From an optimization exercise on the open Yosys and OpenROAD flow, aimed at small area, a short achievable clock period and few clock cycles; shortcuts taken in it are not production practice.
The RTL was checked by simulation tests, not by an equivalence proof against the original design.
Power is estimated from default activity; no workload was simulated.

<file path="flow/config.mk">
export PLATFORM = sky130hd
export DESIGN_NAME = collatz_range
export DESIGN_NICKNAME = collatz_range
export VERILOG_FILES = /design/flow/design.v
export SDC_FILE = /design/flow/constraint.sdc
export NUM_CORES = 4
export LEC_CHECK = 0
export CAP_MARGIN = 20
export CORE_MARGIN = 2
export CORE_UTILIZATION = 50
export SETUP_SLACK_MARGIN = 2.7
export SLEW_MARGIN = 20
export SYNTH_MEMORY_MAX_BITS = 8192
</file>
<file path="flow/constraint.sdc">
create_clock -name core_clock -period 6.5 [get_ports {clk}]
set_input_delay 1.3000 -clock core_clock [delete_from_list [all_inputs] [get_ports {clk}]]
set_output_delay 1.3000 -clock core_clock [all_outputs]
set_load 0.01 [all_outputs]
</file>
<file path="flow/design.v">
module collatz_range #(
    parameter int RAM_WORDS     = 256,
    parameter int RAM_ADDR_BITS = 8
) (
    input  logic        clk,
    input  logic        reset,
    input  logic        go,
    input  logic [31:0] start,
    output logic        done,
    output logic [15:0] count
);
    localparam int EB     = 6;               
    localparam int NENG   = 1 << EB;
    localparam int RB     = RAM_ADDR_BITS - EB;
    localparam int ROUNDS = 1 << RB;
    localparam int HB     = 32 - EB;         
    typedef enum logic [1:0] {IDLE, RUN, DONE} state_t;
    state_t         state;
    logic [EB-1:0]  b;                       
    logic [HB-1:0]  hi;                      
    logic [HB-1:0]  hbus;                    
    logic [RB:0]    kbus;
    logic           acc;                     
    assign acc = go && (state != RUN);
    logic [NENG-1:0]  eng_done;
    logic [RAM_WORDS*16-1:0] rflat;        
    genvar j;
    generate
        for (j = 0; j < NENG; j++) begin : g_eng
            logic [ROUNDS*16-1:0] w;
            for (genvar r = 0; r < ROUNDS; r++) begin : g_rd
                assign rflat[(r * NENG + j) * 16 +: 16] = w[(ROUNDS - 1 - r) * 16 +: 16];
            end
            collatz_range_engine #(.EB(EB), .RB(RB)) u_eng (
                .clk      (clk),
                .acc      (acc),
                .run      (state == RUN),
                .id       (EB'(j)),
                .start_lo (start[EB-1:0]),
                .b        (b),
                .kbus     (kbus),
                .hbus     (hbus),
                .word     (w),
                .edone    (eng_done[j])
            );
        end
    endgenerate
    logic [15:0] rd;
    assign rd = rflat[16 * start[RAM_ADDR_BITS-1:0] +: 16];
    always_ff @(posedge clk) begin
        if (reset) begin
            state <= IDLE;
            done  <= 1'b0;
            count <= 16'h0000;
            b     <= '0;
            hi    <= '0;
            hbus  <= '0;
            kbus  <= '0;
        end else begin
            count <= (state == DONE && !go) ? rd : 16'h0000;
            if (kbus == (RB+1)'(ROUNDS)) begin
                kbus <= '0;
                hbus <= hi;
            end else begin
                kbus <= kbus + (RB+1)'(1);
                hbus <= hbus + HB'(1);
            end
            case (state)
                IDLE, DONE: begin
                    if (go) begin
                        b     <= start[EB-1:0];
                        hi    <= start[31:EB];
                        hbus  <= start[31:EB];
                        kbus  <= '0;
                        done  <= 1'b0;
                        state <= RUN;
                    end
                end
                RUN: begin
                    if (&eng_done) begin
                        done  <= 1'b1;
                        state <= DONE;
                    end
                end
                default: state <= IDLE;
            endcase
        end
    end
endmodule
module collatz_range_engine #(
    parameter int EB = 6,
    parameter int RB = 2
) (
    input  logic             clk,
    input  logic             acc,
    input  logic             run,
    input  logic [EB-1:0]    id,
    input  logic [EB-1:0]    start_lo,
    input  logic [EB-1:0]    b,
    input  logic [RB:0]      kbus,
    input  logic [31-EB:0]   hbus,
    output logic [(1<<RB)*16-1:0] word,
    output logic             edone
);
    localparam int ROUNDS = 1 << RB;
    logic [ROUNDS*16-1:0] wd;       
    logic [31:0]   n, nx;
    logic [2:0]    inc;
    logic [15:0]   sum, res;
    logic [RB-1:0] i;                
    logic          t;                
    logic          busy;             
    logic          term, last;
    logic [EB-1:0] lo;
    assign lo   = b + id;
    assign last = (i == RB'(ROUNDS - 1));
    logic [29:0] q;
    logic [30:0] p;                                      
    logic [27:0] dh;                                     
    assign q = n[31:2];
    collatz_range_add #(31) u_add3 (.a({1'b0, q}), .c({q, n[1]}), .cin(1'b1), .s(p));
    collatz_range_add #(28) u_add9 (.a({1'b0, n[31:5]}), .c(n[29:2]), .cin(1'b1), .s(dh));
    always_comb begin
        case (n[1:0])
            2'd0:    begin nx = {2'b00, q};                                inc = 3'd2; end
            2'd1:    begin nx = {2'b00, p[29:0]};                          inc = 3'd3; end
            2'd2:    begin nx = {1'b0, p};                                 inc = 3'd3; end
            default: begin nx = {1'b0, dh[27] ^ p[30], dh[26:0], n[4:2]}; inc = 3'd4; end
        endcase
        term = 1'b0;
        if (n[31:2] == 30'd0 && n[1:0] != 2'd3) begin
            term = 1'b1; inc = {2'b00, n[1]};                     
        end
        if (n == 32'hAAAAAAAB) begin
            term = 1'b1; inc = 3'd2;
        end
    end
    assign word = wd;
    logic [13:0] hi1;
    logic [2:0]  lo3;
    collatz_range_add #(14) u_inc (.a(wd[15:2]), .c(14'd0), .cin(1'b1), .s(hi1));
    assign lo3 = {1'b0, wd[1:0]} + inc;
    assign sum = {lo3[2] ? hi1 : wd[15:2], lo3[1:0]};
    assign res = (n == 32'd0) ? 16'd0 : sum;
    always_ff @(posedge clk) n <= busy ? nx : {hbus, lo};
    always_ff @(posedge clk) begin
        if (acc) begin
            i     <= '0;
            t     <= ({1'b0, start_lo} + {1'b0, id}) >= (EB+1)'(1 << EB);
            busy  <= 1'b0;
            edone <= 1'b0;
        end else if (run && !edone) begin
            if (!busy) begin
                if (kbus == (RB+1)'(i) + (RB+1)'(t)) begin
                    wd[15:0] <= 16'd1;
                    busy    <= 1'b1;
                end
            end else begin
                wd[15:0] <= term ? res : sum;
                if (term) begin
                    busy <= 1'b0;
                    if (last) edone <= 1'b1;
                    else begin
                        i <= i + RB'(1);
                        wd[ROUNDS*16-1:16] <= {wd[ROUNDS*16-17:16], res};
                    end
                end
            end
        end
    end
endmodule
module collatz_range_add #(
    parameter int W = 32
) (
    input  logic [W-1:0] a,
    input  logic [W-1:0] c,
    input  logic         cin,
    output logic [W-1:0] s
);
    localparam int L = 5;                    
    logic [W-1:0] g [L+1];
    logic [W-1:0] p [L+1];
    assign g[0] = (a & c) | {{(W-1){1'b0}}, (a[0] ^ c[0]) & cin};
    assign p[0] = a ^ c;
    genvar l, i;
    generate
        for (l = 0; l < L; l++) begin : g_lvl
            for (i = 0; i < W; i++) begin : g_bit
                if ((i >> l) & 1) begin : g_op
                    assign g[l+1][i] = g[l][i] | (p[l][i] & g[l][((i >> l) << l) - 1]);
                    assign p[l+1][i] = p[l][i] & p[l][((i >> l) << l) - 1];
                end else begin : g_pass
                    assign g[l+1][i] = g[l][i];
                    assign p[l+1][i] = p[l][i];
                end
            end
        end
    endgenerate
    assign s = p[0] ^ {g[L][W-2:0], cin};
endmodule
</file>
<file path="flow/run.sh">
#!/bin/bash
# synth_recipe.tcl (not shown) runs the flow's synth.tcl, then flattens the netlist and writes it again
# the make line also repeats each setting of config.mk as NAME=value (left out here)
make -C /OpenROAD-flow-scripts/flow DESIGN_CONFIG=/design/flow/config.mk WORK_HOME=/design/flow/orfs CLKGATE_MAP_FILE= SYNTH_SCRIPT=/design/flow/synth_recipe.tcl finish
</file>
==> impl_metrics.env, run 1 <==
export IMPL_run_status="failed layout checks"
export IMPL_check_faults="antenna rules"
export IMPL_drt_iter0_markers=41580
export IMPL_use_met2_pct=51.72
export IMPL_arrival_ns=4.88
export IMPL_grt_max_degree=113
export IMPL_die_area_sq_mm=0.9506
export IMPL_syn_area_sq_mm=0.4714
export IMPL_ys_ff_latch=6543
export IMPL_p_sw_mw=84.21
export IMPL_rows=356
export IMPL_utilization_pct=56.93
export IMPL_critical_path_class="in2reg"
export IMPL_synth_top_family_by_area="adder cells"
export IMPL_busiest_layer="met2"
export IMPL_synth_area_per_cell_sq_um=10.31
export IMPL_synthMuxAreaShare_pct=7.716
export IMPL_firstDrtPassIters=9
export IMPL_synth_common_cells="ha_1, nor2_1, edfxtp_1"
export IMPL_hold_viol_final=0
export IMPL_area_growth_synth_to_final_pct=13.50
export IMPL_syn_inst=45720
export IMPL_ir_worst_vdd_v=0.0002726
export IMPL_finalCriticalPeriod_ns=3.917
export IMPL_period_share_pct=60.26
export IMPL_worstHoldPathType="reg2reg"
export IMPL_io_buffer_count=51
export IMPL_p_comb_share_pct=48.1
export IMPL_fmax_mhz=255.3
export IMPL_pwr_share_seq_pct=29.2
export IMPL_gr_total_overflow=0
export IMPL_drive_gt1_share_pct=16.38
export IMPL_gp_congestion=0.9720
export IMPL_synth_xor_xnor_area_share_pct=6.932
export IMPL_ys_flop_type="edfxtp_1"
export IMPL_slew_violations=0
export IMPL_core_sq_mm=0.9399
export IMPL_synth_fa_ha_area_share_pct=19.51
export IMPL_fin_area_sq_mm=0.5350
export IMPL_synth_edf_count=4159
export IMPL_clk_path_buf_depth=5
export IMPL_critPathLaunchType="primary input"
export IMPL_p_int_mw=116.2
export IMPL_cts_tree="done"
export IMPL_tns_ns=0
export IMPL_dp_final_hpwl_microns=1239000
export IMPL_cpMaxStageDelayCell="mux4_2"
export IMPL_met3_usage_pct=8.094
export IMPL_post_drt_wl_per_cell_microns=28.77
export IMPL_worst_slew_pin_slew_ns=1.379
export IMPL_drt_antenna_violating_nets=3
export IMPL_grt_pass1_vias=361700
export IMPL_yosysMostFrequentCell="ha_1"
export IMPL_async_flop_share_pct=0
export IMPL_netlist_area_leader_share_pct=26.49
export IMPL_drc=0
export IMPL_cts_buffers_inserted=767
export IMPL_die_w_microns=975.0
export IMPL_yosysWarnings=11
export IMPL_grt_use_total_pct=34.72
export IMPL_p_leak_nw=223.0
export IMPL_htreeDepth=6
export IMPL_grt_use_met1_pct=46.36
export IMPL_cp_common_cell="mux4_2"
export IMPL_synth_area_leaders="edfxtp_1, ha_1, dfxtp_1"
export IMPL_clk_pin_slew_ns=0.06
export IMPL_io_pins=52
export IMPL_finalWorstSetupSlack_ns=2.583
export IMPL_avgViaCountPerCell=6.318
export IMPL_slew_headroom_pct=8.046
export IMPL_start_util_pct=50.16
export IMPL_crit_path_cell_trace="buf_12 -> buf_16 -> mux4_2 -> mux4_2 -> mux4_2 -> mux4_2 -> nor2b_1"
export IMPL_post_place_ws_ns=1.016
export IMPL_clock_skew_ns=0.1028
export IMPL_synthesis_nets=52680
export IMPL_rsz0062_at_grt="yes"
export IMPL_worstPathMaxFanout=96
export IMPL_synth_compound_area_share_pct=14.14
export IMPL_antenna_found_initial=212
export IMPL_powerDensity_mw_per_mm2=374.6
export IMPL_nets=53200
export IMPL_yosys_area_top_type="edfxtp_1"
export IMPL_switching_share_pct=42.02
export IMPL_vias=377200
export IMPL_synth_simple_area_share_pct=11.14
export IMPL_finalPower_mw=200.4
export IMPL_insertion_delay_ns=1.14
export IMPL_setup_violations=0
export IMPL_numClockSinks=6543
export IMPL_die_y_microns=975.0
export IMPL_dpl_cell_area_sq_mm=0.4890
export IMPL_cts_root_buffer="clkbuf_16"
export IMPL_slowest_delay_ns=0.64
export IMPL_clkPwrFrac_pct=22.7
export IMPL_totalWireLength_microns=1718000
export IMPL_grt_first_pass_wirelength_microns=2464000
export IMPL_synth_cell_type_count=105
export IMPL_drv_cap=0
export IMPL_synth_seq_area_share_pct=36.62
export IMPL_crit_path_end_kind="flop"
export IMPL_crit_required_ns=7.46
export IMPL_cts_hold_buf=0
-- sequential cells by signal (all words and copies together) (netlist names), 3 cells and up --
name and count:
kbus 3, hi 26, g_eng.u_eng.i 128, b 6, g_eng.u_eng.edone 64, g_eng.u_eng.busy 64
g_eng.u_eng.n 2048, g_eng.u_eng.wd 4096, count 16, hbus 26, g_eng.u_eng.t 63
-- cell type report --
cell class,instances,area [sq um]
sequential,6543,174100
clock inverter,441,5016
fill,79960,404800
inverter,2897,11340
timing repair buffer,1781,15970
clock buffer,969,20740
multi-input combinational,34250,291500
antenna,290,725.7
tap,12530,15680
-- per-layer routing --
| layer | vias to the layer above | wire length (microns) |
|---|---|---|
| li1 | 168500 | - |
| met1 | 187200 | 680300 |
| met2 | 18070 | 738700 |
| met3 | 3398 | 184800 |
| met4 | 62 | 113400 |
| met5 | - | 400 |
-- worst max-delay path: cells and delay by family --
kind                   cells  cell delay [ns]
muxes                      4             2.21
buffers and inverters      2             0.74
and+or+nand+nor            1             0.15
-- final timing paths --
path	start	endpoint	slack, ns	cells past startpoint
min	g_eng[38].u_eng.wd[33]$_DFFE_PP_	g_eng[38].u_eng.wd[49]$_DFFE_PP_	0.41	0
max reg2reg	b[4]$_SDFFE_PP0P_	g_eng[3].u_eng.n[5]$_DFF_P_	2.63	5
max	start[1]	count[13]$_SDFF_PP0_	2.58	7
min reg2reg	g_eng[38].u_eng.wd[33]$_DFFE_PP_	g_eng[38].u_eng.wd[49]$_DFFE_PP_	0.41	0
-- power by group through the flow --
stage | Clock (mW) | Combinational (mW) | Sequential (mW)
final | 45.5 | 96.4 | 58.5
after global routing | 47.4 | 106 | 59.2
after CTS | 45.9 | 90.8 | 57.8
after detailed placement | 0 | 86.6 | 58.5
after global placement | 0 | 84.8 | 58.4
after floorplan | 0 | 64.1 | 55.2
-- per-stage QoR --
stage          cells  hold WS, ns
3_3_place_gp   57100       0.4221
6_report       59700       0.4091
3_5_place_dp   57110       0.4274
4_1_cts        58800       0.4000
2_1_floorplan  45720       0.4174
5_1_grt        59500       0.4080
-- kinds of logic (layout without fill, tap and decap cells) --
group / Yosys count / count (layout)
and+or+nand+nor: 11300 / 11300
muxes: 1942 / 1942
xor gates and xnor gates: 3731 / 3731
adders and majority gates: 6928 / 6928
DFF: 6543 / 6543
AOI/OAI and AO/OA: 10350 / 10350
other: 0 / 290
buffers and inverters: 4924 / 6088
-- placed cells by master (no fill, tap or decap), types with 1517 or more instances in the layout --
cell type	count
xnor2_1	2016
a21oi_1	3204
o21ai_0	1728
nand2_1	2524
ha_1	6065
nor2_1	4321
edfxtp_1	4159
dfxtp_1	1517
inv_1	2347
xor2_1	1569
-- timing repair --
item,CTS,global route
pin swaps,369,902
setup buffers,276,599
endpoints found under the hold margin,0,0
cloned,6,14
gates resized for setup,1569,2009
endpoints found under the setup margin,4575,2931
Testbench counts, summed over its fixed seeds: cycles 7,804.
==> run 2: changes to the inputs <==
--- a/flow/config.mk
+++ b/flow/config.mk
@@ -8,5 +8,6 @@
 export CAP_MARGIN = 20
 export CORE_MARGIN = 2
-export CORE_UTILIZATION = 50
+export CORE_UTILIZATION = 35
+export PLACE_DENSITY = 0.5
 export SETUP_SLACK_MARGIN = 2.7
 export SLEW_MARGIN = 20
==> run 2 against run 1 <==
The layout still fails its checks (antenna rules). Cell count increased by 9.4%. Area after synthesis unchanged. Maximum frequency increased by 3.1%. Global-route usage decreased by 8.9 points. Via count decreased by 0.93%. Synthesized cell count unchanged. Critical path type unchanged. Highest routed layer unchanged.
==> impl_metrics.env, run 2 <==
export IMPL_die_w_microns=1165
export IMPL_hold_viol_final=0
export IMPL_cpMaxStageDelayCell="mux4_2"
export IMPL_slowest_delay_ns=0.67
export IMPL_rsz0062_at_grt="yes"
export IMPL_synth_edf_count=4159
export IMPL_crit_required_ns=7.55
export IMPL_rows=426
export IMPL_grt_max_degree=114
export IMPL_cp_common_cell="mux4_2"
export IMPL_io_pins=52
export IMPL_top_regs="g_eng.u_eng.wd (4096), g_eng.u_eng.n (2048), g_eng.u_eng.i (128)"
export IMPL_synth_common_cells="ha_1, nor2_1, edfxtp_1"
export IMPL_cts_tree="done"
export IMPL_cts_root_buffer="clkbuf_16"
export IMPL_async_flop_share_pct=0
export IMPL_post_drt_wl_per_cell_microns=27.83
export IMPL_critPathLaunchType="primary input"
export IMPL_fmax_mhz=263.1
export IMPL_nets=53370
export IMPL_final_cell_mix="ha_1, nor2_1, edfxtp_1"
export IMPL_dpl_cell_area_sq_mm=0.4962
export IMPL_run_status="failed layout checks"
export IMPL_layout_cells_non_filler=65340
export IMPL_synthesis_nets=52680
export IMPL_cts_buffers_inserted=787
export IMPL_arrival_ns=4.85
export IMPL_slew_headroom_pct=13.57
export IMPL_synth_area_per_cell_sq_um=10.31
export IMPL_whs_ns=0.3958
export IMPL_syn_area_sq_mm=0.4714
export IMPL_largest_reg_flops=4096
export IMPL_vias=373700
export IMPL_syn_inst=45720
export IMPL_critical_path_class="in2reg"
export IMPL_area_growth_synth_to_final_pct=15.55
export IMPL_clk_path_buf_depth=5
export IMPL_die_area_sq_mm=1.356
export IMPL_clock_skew_ns=0.1408
export IMPL_yosys_area_top_type="edfxtp_1"
export IMPL_powerDensity_mw_per_mm2=371.3
export IMPL_dp_final_hpwl_microns=1327000
export IMPL_start_util_pct=35.07
export IMPL_totalWireLength_microns=1819000
export IMPL_worst_slew_pin_slew_ns=1.292
export IMPL_core_sq_mm=1.344
export IMPL_io_buffer_count=51
export IMPL_insertion_delay_ns=1.24
export IMPL_crit_path_cell_trace="buf_16 -> buf_12 -> buf_12 -> mux4_2 -> mux4_2 -> mux4_2 -> mux4_2 -> nor2b_1"
export IMPL_grt_first_pass_wirelength_microns=2587000
export IMPL_yosysWarnings=11
export IMPL_synth_cell_type_count=105
export IMPL_netlist_area_leader_share_pct=26.49
export IMPL_synth_seq_area_share_pct=36.62
export IMPL_p_leak_nw=224.2
export IMPL_drv_cap=0
export IMPL_drc=0
export IMPL_avgViaCountPerCell=5.719
export IMPL_clk_pin_slew_ns=0.06
export IMPL_yosysMostFrequentCell="ha_1"
export IMPL_numClockSinks=6543
export IMPL_cts_hold_buf=0
export IMPL_tns_ns=0
export IMPL_crit_path_end_kind="flop"
export IMPL_firstDrtPassIters=6
export IMPL_grt_use_total_pct=25.79
export IMPL_drt_antenna_violating_nets=1
export IMPL_die_y_microns=1165
export IMPL_check_faults="antenna rules"
export IMPL_worstHoldPathType="reg2reg"
export IMPL_period_share_pct=58.47
export IMPL_dpl_cell_count=62570
export IMPL_gp_congestion=0.9313
export IMPL_worstPathMaxFanout=23
export IMPL_final_common_cell="ha_1"
export IMPL_antenna_found_initial=266
export IMPL_drt_iter0_markers=37640
export IMPL_ys_ff_latch=6543
export IMPL_slew_violations=0
export IMPL_n_fill_cell=129100
export IMPL_gr_total_overflow=0
export IMPL_htreeDepth=6
export IMPL_grt_pass1_vias=362500
export IMPL_synth_area_leaders="edfxtp_1, ha_1, dfxtp_1"
export IMPL_ys_flop_type="edfxtp_1"
export IMPL_multiInputGateArea_sq_mm=0.2921
export IMPL_drive_gt1_share_pct=17.41
export IMPL_ir_worst_vdd_v=0.0002562
export IMPL_regArea_sq_mm=0.1745
export IMPL_fin_area_sq_mm=0.5447
export IMPL_finalCriticalPeriod_ns=3.801
export IMPL_top_register="g_eng.u_eng.wd"
export IMPL_setup_violations=0
==> run 2: cell counts after synthesis <==
No cell type changed its count.
==> run 2: per-layer routing <==
metal  up-vias  global-route usage [%]  share of wire, %
met5         -                       0             0.017
met4        42                   13.44               5.8
met3      2747                   5.199               8.9
met2     14750                   39.31                44
met1    187300                   34.61                42
li1     168800                       -                 -
==> run 2: path summary, 6_finish.rpt <==
check                                                      start                          endpoint  slack [ns]  cells past startpoint
worst max-delay path                                    start[0]              count[15]$_SDFF_PP0_        2.70                      8
worst max register to register      g_eng[48].u_eng.n[5]$_DFF_P_     g_eng[48].u_eng.n[29]$_DFF_P_        2.72                     17
worst min-delay path            g_eng[54].u_eng.wd[21]$_DFFE_PP_  g_eng[54].u_eng.wd[37]$_DFFE_PP_        0.40                      0
worst min register to register  g_eng[54].u_eng.wd[21]$_DFFE_PP_  g_eng[54].u_eng.wd[37]$_DFFE_PP_        0.40                      0
==> run 2: area by class of cell <==
cell class | count | share of cell area (%)
Multi-Input combinational cell | 34250 | 53.63
Sequential cell | 6543 | 32.03
Tap cell | 17980 | 4.129
Clock buffer | 1020 | 3.918
Timing Repair Buffer | 1931 | 3.145
Inverter | 2897 | 2.103
Clock inverter | 437 | 0.9144
Antenna cell | 281 | 0.1291
==> run 2: where the power goes <==
group	total (mW)	leakage, nW	switching [mW]	internal [mW]
clock	46.2	12.8	19.9	26.3
combinational	97.1	154	56.6	40.6
sequential	58.9	57.9	9.13	49.8
total	202	224	85.6	117
==> run 2: per-stage QoR <==
step	util (%)	setup slack, ns	power [mW]
final	40.52	2.699	202.2
after global routing	40.50	2.494	214.8
after CTS	39.64	2.446	197.6
after detailed placement	36.91	1.030	146.6
after global placement	36.90	0.8857	145.1
after floorplan	-	2.615	119.3
==> run 2: cells by family (layout without fill, tap and decap cells) <==
family / Yosys count / after routing / share of synthesized area, %
simple gates: 11300 / 11300 / 11.14
fa+ha+maj: 6928 / 6928 / 19.51
mux: 1942 / 1942 / 7.716
other cells: 0 / 281 / 0
buf+inv: 4924 / 6285 / 3.940
flops: 6543 / 6543 / 36.62
compound gates: 10350 / 10350 / 14.14
xor+xnor: 3731 / 3731 / 6.932
==> run 2: timing repair <==
item | CTS | global route
endpoints found under the setup margin | 4755 | 2688
gates resized for setup | 1873 | 2185
buffers inserted | 370 | 647
pin swaps | 446 | 974
gates cloned | 5 | 6
==> run 2: critical path, delay by kind of cell <==
family	cells	cell delay, ns
muxes	4	2.35
buffers and inverters	3	0.82
and+or+nand+nor	1	0.15
==> run 3: changes to the inputs <==
--- a/flow/design.v
+++ b/flow/design.v
@@ -10,5 +10,5 @@
     output logic [15:0] count
 );
-    localparam int EB     = 6;               
+    localparam int EB     = 4;               
     localparam int NENG   = 1 << EB;
     localparam int RB     = RAM_ADDR_BITS - EB;
--- a/flow/config.mk
+++ b/flow/config.mk
@@ -8,7 +8,5 @@
 export CAP_MARGIN = 20
 export CORE_MARGIN = 2
-export CORE_UTILIZATION = 35
-export PLACE_DENSITY = 0.5
-export SETUP_SLACK_MARGIN = 2.7
+export CORE_UTILIZATION = 40
 export SLEW_MARGIN = 20
 export SYNTH_MEMORY_MAX_BITS = 8192
==> run 3 against run 2 <==
The run now finishes clean. Non-clock buffer count down 1556. Routed wire length down 63%. First-iteration DRC count down 62%. Count of clock-buffer cells in the layout down 361. Clock skew down 0.073 ns. Core utilization up 4.1 points. Cell area down 51%. Area after synthesis down 49%. Sequential share of layout area up 19 points. Clock power down 37%. Cell count down 61%.
==> impl_metrics.env, run 3 <==
export IMPL_run_status="complete, no violations"
export IMPL_period_share_pct=76.03
export IMPL_final_cell_mix="edfxtp_1, ha_1, nor2_1"
export IMPL_whs_ns=0.3980
export IMPL_area_growth_synth_to_final_pct=11.34
export IMPL_final_common_cell="edfxtp_1"
export IMPL_slowest_delay_ns=0.52
export IMPL_dp_final_hpwl_microns=434700
export IMPL_finalCriticalPeriod_ns=4.942
export IMPL_ys_ff_latch=4803
export IMPL_rsz0062_at_grt="no"
export IMPL_syn_area_sq_mm=0.2413
export IMPL_synth_seq_area_share_pct=56.89
export IMPL_io_buffer_count=51
export IMPL_cts_resized=0
export IMPL_drt_iter0_markers=14450
export IMPL_top_register="g_eng.u_eng.wd"
export IMPL_start_util_pct=40.12
export IMPL_synth_area_leaders="edfxtp_1, mux4_2, ha_1"
export IMPL_slew_violations=0
export IMPL_synth_area_per_cell_sq_um=14.11
export IMPL_yosys_area_top_type="edfxtp_1"
export IMPL_cts_tree="done"
export IMPL_grt_first_pass_wirelength_microns=1000000
export IMPL_grt_max_degree=122
export IMPL_grt_pass1_vias=148100
export IMPL_worstPathMaxFanout=42
export IMPL_powerDensity_mw_per_mm2=310.2
export IMPL_utilization_pct=44.66
export IMPL_clk_path_buf_depth=4
export IMPL_insertion_delay_ns=1.07
export IMPL_async_flop_share_pct=0
export IMPL_rows=285
export IMPL_fmax_mhz=202.3
export IMPL_ir_worst_vdd_v=0.0003211
export IMPL_yosysMostFrequentCell="edfxtp_1"
export IMPL_synth_common_cells="edfxtp_1, ha_1, nor2_1"
export IMPL_netlist_area_leader_share_pct=51.15
export IMPL_r2r_cells=15
export IMPL_crit_path_cell_trace="ha_1 -> buf_4 -> inv_1 -> and2_1 -> nand2_1 -> o21ai_0 -> buf_4 -> ha_1 -> fa_1 -> xnor2_2 -> buf_4 -> and4_1 -> nand4_1 -> xor2_1 -> nor2_1"
export IMPL_yosysWarnings=11
export IMPL_crit_required_ns=7.24
export IMPL_cts_buffers_inserted=525
export IMPL_dpl_cell_area_sq_mm=0.2521
export IMPL_slew_headroom_pct=23.39
export IMPL_grt_use_met1_pct=31.06
export IMPL_io_pins=52
export IMPL_gr_total_overflow=0
export IMPL_worstHoldPathType="reg2reg"
export IMPL_die_area_sq_mm=0.6096
export IMPL_p_leak_nw=97.01
export IMPL_ys_flop_type="edfxtp_1"
export IMPL_drive_gt1_share_pct=14.33
export IMPL_use_met2_pct=33.63
export IMPL_met3_usage_pct=2.979
export IMPL_clock_skew_ns=0.06780
export IMPL_cp_common_cell="buf_4"
export IMPL_n_fill_cell=53140
export IMPL_drv_cap=0
export IMPL_synthesis_nets=18880
export IMPL_top_regs="g_eng.u_eng.wd (4096), g_eng.u_eng.n (512), g_eng.u_eng.i (64)"
export IMPL_cpMaxStageDelayCell="inv_1"
export IMPL_totalWireLength_microns=673400
export IMPL_die_y_microns=780.7
export IMPL_largest_reg_flops=4096
export IMPL_drt_antenna_violating_nets=0
export IMPL_firstDrtPassIters=6
export IMPL_post_drt_wl_per_cell_microns=26.28
export IMPL_core_sq_mm=0.6016
export IMPL_syn_inst=17110
export IMPL_cts_hold_buf=0
export IMPL_hold_viol_final=0
export IMPL_arrival_ns=5.68
export IMPL_gp_congestion=0.9194
export IMPL_hold_path_cell_count=0
export IMPL_numClockSinks=4803
export IMPL_cts_root_buffer="clkbuf_16"
export IMPL_worst_slew_pin_slew_ns=1.146
export IMPL_antenna_found_initial=28
export IMPL_crit_path_end_kind="flop"
export IMPL_critPathLaunchType="flop"
export IMPL_post_cts_buffers=0
export IMPL_synth_cell_type_count=100
export IMPL_vias=147800
export IMPL_finalWorstSetupSlack_ns=1.558
export IMPL_synth_edf_count=4111
export IMPL_fin_area_sq_mm=0.2687
export IMPL_setup_violations=0
export IMPL_avgViaCountPerCell=5.769
export IMPL_busiest_layer="met2"
export IMPL_grt_use_total_pct=21.54
export IMPL_clk_pin_slew_ns=0.06
export IMPL_finalPower_mw=83.35
export IMPL_post_place_ws_ns=1.428
export IMPL_htreeDepth=6
export IMPL_critical_path_class="reg2reg"
export IMPL_die_w_microns=780.7
export IMPL_drc=0
export IMPL_nets=18940
[run 3: cell count changes after synthesis, moves of 1032 or more]
cell and delta:
ha_1 -4664, nor2_1 -3137, a21oi_1 -2427, inv_1 -2152
nand2_1 -1841, dfxtp_1 -1692, xnor2_1 -1588, o21ai_0 -1434
xor2_1 -1158, clkbuf_1 -1032
[run 3: per-layer routing]
layer	part of all wire (%)	wire length (microns)	vias up
li1	-	-	66110
met1	45	299800	75290
met2	45	303200	5298
met3	6.7	45090	1077
met4	3.7	25190	2
met5	0.0019	13	-
[run 3: worst max-delay path, delay by kind of cell, from the launching register on]
| family | cells | cell delay [ns] |
|---|---|---|
| xor gates and xnor gates | 2 | 0.48 |
| buffers and inverters | 4 | 1.54 |
| and+or+nand+nor | 5 | 1.18 |
| adders and majority gates | 3 | 0.92 |
| DFF | 1 | 0.38 |
| AOI/OAI and AO/OA | 1 | 0.10 |
[run 3: through the flow]
stage | instances | setup TNS (ns)
finish | 25620 | 0
global route | 25610 | 0
CTS | 25610 | 0
detailed placement | 24680 | 0
global placement | 24680 | 0
floorplan | 17110 | -9731.43
[run 3: cell families (layout without fill, tap and decap cells)]
logic type      count (synthesis)  after routing  synth area share [%]
flops                        4803           4803                 56.89
fa+ha+maj                    1736           1736                 9.548
simple gates                 3247           3247                 6.302
other cells                     0             12                     0
buf+inv                      1567           2029                 2.675
mux                          1645           1645                 12.34
xor+xnor                      985            985                 3.575
compound gates               3125           3125                 8.666
[run 3: cell type report]
cell class                      count  area [sq um]  area share (%)
Sequential cell                  4803        137400           51.13
Timing Repair Buffer              375          3954           1.472
Inverter                          730          2749           1.023
Antenna cell                       12         30.03         0.01118
Clock inverter                    265          2580          0.9602
Multi-Input combinational cell  10740         97980           36.47
Tap cell                         8036         10050           3.742
Clock buffer                      659         13940           5.189
[run 3: final timing paths]
path,end,slack [ns],startpoint
max,g_eng[4].u_eng.wd[15]$_SDFFCE_PN0P_,1.56,g_eng[4].u_eng.n[1]$_DFF_P_
min,g_eng[7].u_eng.wd[232]$_DFFE_PP_,0.40,g_eng[7].u_eng.wd[216]$_DFFE_PP_
max reg2reg,g_eng[4].u_eng.wd[15]$_SDFFCE_PN0P_,1.56,g_eng[4].u_eng.n[1]$_DFF_P_
min reg2reg,g_eng[7].u_eng.wd[232]$_DFFE_PP_,0.40,g_eng[7].u_eng.wd[216]$_DFFE_PP_
[run 3: power breakdown]
group | leakage (nW) | internal, mW | switching (mW)
Sequential | 42.8 | 34.1 | 1.71
Combinational | 46.2 | 7.61 | 10.9
Clock | 8.01 | 16.5 | 12.6
Testbench counts of run 3, summed over its fixed seeds: cycles 28,603.
==> run 4: changes to the inputs <==
--- a/flow/design.v
+++ b/flow/design.v
@@ -10,5 +10,5 @@
     output logic [15:0] count
 );
-    localparam int EB     = 4;               
+    localparam int EB     = 5;               
     localparam int NENG   = 1 << EB;
     localparam int RB     = RAM_ADDR_BITS - EB;
==> run 4 against run 3 <==
Area after synthesis rose by 32%. Maximum frequency fell by 5.2%. Cell count rose by 47%. Die area rose by 32%. Critical endpoint is now g_eng[9].u_eng.wd[22]$_DFFE_PP_. Power rose by 33%. Largest power group unchanged. Critical path depth fell by 2. Worst hold slack got worse by 0.028 ns. Cell area rose by 32%. Core utilization fell by 0.18 points. Highest routed layer unchanged. Critical path type unchanged. Clock skew rose by 0.075 ns.
==> impl_metrics.env, run 4 <==
export IMPL_ir_worst_vdd_v=0.0002995
export IMPL_firstDrtPassIters=8
export IMPL_clock_skew_ns=0.1431
export IMPL_syn_area_sq_mm=0.3193
export IMPL_grt_use_total_pct=26.26
export IMPL_yosysMostFrequentCell="edfxtp_1"
export IMPL_critical_path_class="reg2reg"
export IMPL_synth_area_leaders="edfxtp_1, ha_1, mux4_2"
export IMPL_r2r_end="g_eng[9].u_eng.wd[22]$_DFFE_PP_"
export IMPL_synth_common_cells="edfxtp_1, ha_1, nor2_1"
export IMPL_dpl_cell_count=36410
export IMPL_rsz0062_at_grt="no"
export IMPL_dp_final_hpwl_microns=773600
export IMPL_io_buffer_count=51
export IMPL_cts_hold_buf=0
export IMPL_slowest_delay_ns=0.74
export IMPL_post_drt_wl_per_cell_microns=29.04
export IMPL_critPathLaunchType="flop"
export IMPL_numClockSinks=5393
export IMPL_htreeDepth=6
export IMPL_cts_tree="done"
export IMPL_ys_ff_latch=5393
export IMPL_clk_pin_slew_ns=0.07
export IMPL_reg2reg_from="g_eng[9].u_eng.n[18]$_DFF_P_"
export IMPL_r2r_cells=13
export IMPL_run_status="complete, no violations"
export IMPL_crit_path_cell_trace="inv_1 -> ha_1 -> nand4_1 -> nor4_1 -> and2_1 -> o21ai_0 -> buf_4 -> ha_1 -> fa_1 -> xnor2_2 -> buf_4 -> mux2i_1 -> nor2_1"
export IMPL_powerDensity_mw_per_mm2=311.8
export IMPL_drc=0
export IMPL_worst_slew_pin_slew_ns=1.273
export IMPL_netlist_area_leader_share_pct=38.81
export IMPL_io_pins=52
export IMPL_hold_path_cell_count=0
export IMPL_syn_inst=26480
export IMPL_p_leak_nw=136.6
export IMPL_antenna_found_initial=146
export IMPL_cts_root_buffer="clkbuf_16"
export IMPL_min_delay_start="g_eng[24].u_eng.wd[37]$_DFFE_PP_"
export IMPL_whs_ns=0.3700
export IMPL_layout_cells_non_filler=37630
export IMPL_synth_edf_count=4127
export IMPL_busiest_layer="met2"
export IMPL_drt_antenna_violating_nets=0
export IMPL_cts_buffers_inserted=606
export IMPL_rows=328
export IMPL_final_cell_mix="edfxtp_1, ha_1, nor2_1"
export IMPL_gp_congestion=0.9622
export IMPL_top_register="g_eng.u_eng.wd"
export IMPL_drt_iter0_markers=26700
export IMPL_grt_first_pass_wirelength_microns=1575000
export IMPL_fmax_mhz=191.8
export IMPL_die_w_microns=897.5
export IMPL_met3_usage_pct=6.023
export IMPL_area_growth_synth_to_final_pct=10.97
export IMPL_ys_flop_type="edfxtp_1"
export IMPL_avgViaCountPerCell=6.036
export IMPL_worstHoldPathType="reg2reg"
export IMPL_drv_cap=0
export IMPL_slew_violations=0
export IMPL_clk_path_buf_depth=4
export IMPL_final_common_cell="edfxtp_1"
export IMPL_post_cts_buffers=0
export IMPL_use_met2_pct=40.12
export IMPL_top_regs="g_eng.u_eng.wd (4096), g_eng.u_eng.n (1024), g_eng.u_eng.i (96)"
export IMPL_cts_resized=0
export IMPL_reg2reg_slack_ns=1.29
export IMPL_die_area_sq_mm=0.8054
export IMPL_cpMaxStageDelayCell="xnor2_2"
export IMPL_cp_top_family="simple AND/OR/NAND/NOR gates"
export IMPL_nets=30000
export IMPL_vias=227100
export IMPL_worstPathMaxFanout=10
export IMPL_utilization_pct=44.48
export IMPL_grt_pass1_vias=221200
export IMPL_largest_reg_flops=4096
export IMPL_period_share_pct=80.23
export IMPL_gr_total_overflow=0
export IMPL_start_util_pct=40.08
export IMPL_insertion_delay_ns=1.22
export IMPL_finalCriticalPeriod_ns=5.215
export IMPL_slew_headroom_pct=14.21
export IMPL_drive_gt1_share_pct=12.11
export IMPL_n_fill_cell=71850
export IMPL_synth_seq_area_share_pct=46.75
export IMPL_hold_end="g_eng[24].u_eng.wd[53]$_DFFE_PP_"
export IMPL_core_sq_mm=0.7966
export IMPL_post_place_ws_ns=1.433
export IMPL_finalWorstSetupSlack_ns=1.285
export IMPL_synth_area_per_cell_sq_um=12.06
export IMPL_arrival_ns=6.08
export IMPL_totalWireLength_microns=1093000
export IMPL_hold_viol_final=0
export IMPL_tns_ns=0
export IMPL_grt_use_met1_pct=35.49
export IMPL_finalPower_mw=110.5
export IMPL_fin_area_sq_mm=0.3543
export IMPL_dpl_cell_area_sq_mm=0.3341
export IMPL_yosys_area_top_type="edfxtp_1"
export IMPL_yosysWarnings=11
export IMPL_async_flop_share_pct=0
export IMPL_crit_path_end_kind="flop"
export IMPL_path_buf_inv=3
export IMPL_grt_max_degree=102
export IMPL_synth_cell_type_count=108
export IMPL_crit_required_ns=7.36
export IMPL_setup_violations=0
export IMPL_die_y_microns=897.5
export IMPL_synthesis_nets=30020
run 4: cell types whose count changed after synthesis, sizes merged, moves of 171 or more:
| cell | before | now |
|---|---|---|
| a21o | 280 | 517 |
| a21oi | 925 | 1715 |
| a221oi | 246 | 417 |
| clkbuf | 534 | 885 |
| dfxtp | 692 | 1266 |
| fa | 176 | 352 |
| ha | 1560 | 3148 |
| inv | 725 | 1467 |
| mux4 | 1044 | 1309 |
| nand2 | 692 | 1450 |
| nor2 | 1229 | 2068 |
| o21ai | 449 | 954 |
| xnor2 | 531 | 1029 |
| xor2 | 454 | 851 |
run 4: final cells by class:
cell class | instances | area (sq um) | area share (%)
inverter | 1476 | 5799 | 1.637
timing repair buffer | 563 | 5338 | 1.506
sequential | 5393 | 149400 | 42.17
multi-input combinational | 18420 | 160300 | 45.25
tap | 10560 | 13210 | 3.729
clock buffer | 784 | 16420 | 4.635
antenna | 114 | 285.3 | 0.08051
clock inverter | 314 | 3537 | 0.9983
run 4: worst max-delay path by stage:
stage	slack (ns)	endpoint	depth (start not counted)	from
after floorplan	1.88	g_eng[31].u_eng.wd[100]$_DFFE_PP_	9	g_eng[31].u_eng.n[6]$_DFF_P_
after global placement	1.21	g_eng[15].u_eng.wd[15]$_SDFFCE_PN0P_	13	g_eng[15].u_eng.n[1]$_DFF_P_
after detailed placement	1.43	g_eng[9].u_eng.wd[22]$_DFFE_PP_	13	g_eng[9].u_eng.n[18]$_DFF_P_
after CTS	1.42	g_eng[30].u_eng.wd[31]$_DFFE_PP_	14	g_eng[30].u_eng.n[3]$_DFF_P_
after global routing	1.15	g_eng[30].u_eng.wd[31]$_DFFE_PP_	14	g_eng[30].u_eng.n[3]$_DFF_P_
final	1.29	g_eng[9].u_eng.wd[22]$_DFFE_PP_	13	g_eng[9].u_eng.n[18]$_DFF_P_
run 4: worst register-to-register path: cells and delay by family, from the launching register on:
kind | cells | cell delay (ns)
and+or+nand+nor | 4 | 1.47
buffers and inverters | 3 | 0.74
adders and majority gates | 3 | 0.87
DFF | 1 | 0.41
xor gates and xnor gates | 1 | 0.74
muxes | 1 | 0.57
AOI/OAI and AO/OA | 1 | 0.17
run 4: cells by family (layout without fill, tap and decap cells):
| group | Yosys count | in the layout | synth area share, % |
|---|---|---|---|
| AO/OA/AOI/OAI | 5560 | 5560 | 11.42 |
| XOR/XNOR | 1880 | 1880 | 5.157 |
| adder cells (fa/ha/maj) | 3500 | 3500 | 14.54 |
| buffers and inverters | 2668 | 3137 | 3.217 |
| flip-flops | 5393 | 5393 | 46.75 |
| multiplexers | 1674 | 1674 | 10.43 |
| other | 0 | 114 | 0 |
| AND/OR/NAND/NOR | 5808 | 5808 | 8.490 |
run 4: power by group:
group / internal (mW) / switching, mW / total, mW
registers: 38.7 / 3.23 / 41.9
clock network: 19.9 / 15.2 / 35.1
logic: 13.5 / 20.0 / 33.5
run 4: routing by layer:
layer,wire (microns),up-vias
met5,486,-
met4,57030,46
met3,113300,2194
met2,484100,11220
met1,437900,114000
li1,-,99620
Testbench counts of run 4, summed over its fixed seeds: cycles 14,372.

[what the ideal ports hide]
No port has a modelled driver above. Below, the same layouts with a new extraction and two added sets of constraints.
Step 1 assumes that a clkbuf_16 drives the clock port and a buf_2 every other input.
Step 2 times the ports against the registers' clock, not the clock port: input delays grow and output delays shrink by t, the midpoint of the rising clock arrivals with the driver on.
Three values: no drivers, after step 1, after step 2; two values: the first two.
| run | shift t [ns] | slack for setup (ns) | hold WS [ns] | worst data-port slew with drivers (ns) |
|---|---|---|---|---|
| run 1 | 1.260 | 2.583 / 2.599 / 1.345 | 0.409 / 0.409 / 0.409 | 0.53 |
| run 2 | 1.340 | 2.699 / 2.510 / 1.170 | 0.396 / 0.396 / 0.396 | 0.41 |
| run 3 | 1.159 | 1.558 / 1.558 / 1.251 | 0.398 / 0.398 / 0.398 | 0.12 |
| run 4 | 1.294 | 1.285 / 1.285 / 1.285 | 0.370 / 0.370 / 0.370 | 0.17 |
For run 2, which loses most, drivers alone change the setup slack by -0.189 ns; drivers and shift together by -1.529 ns.
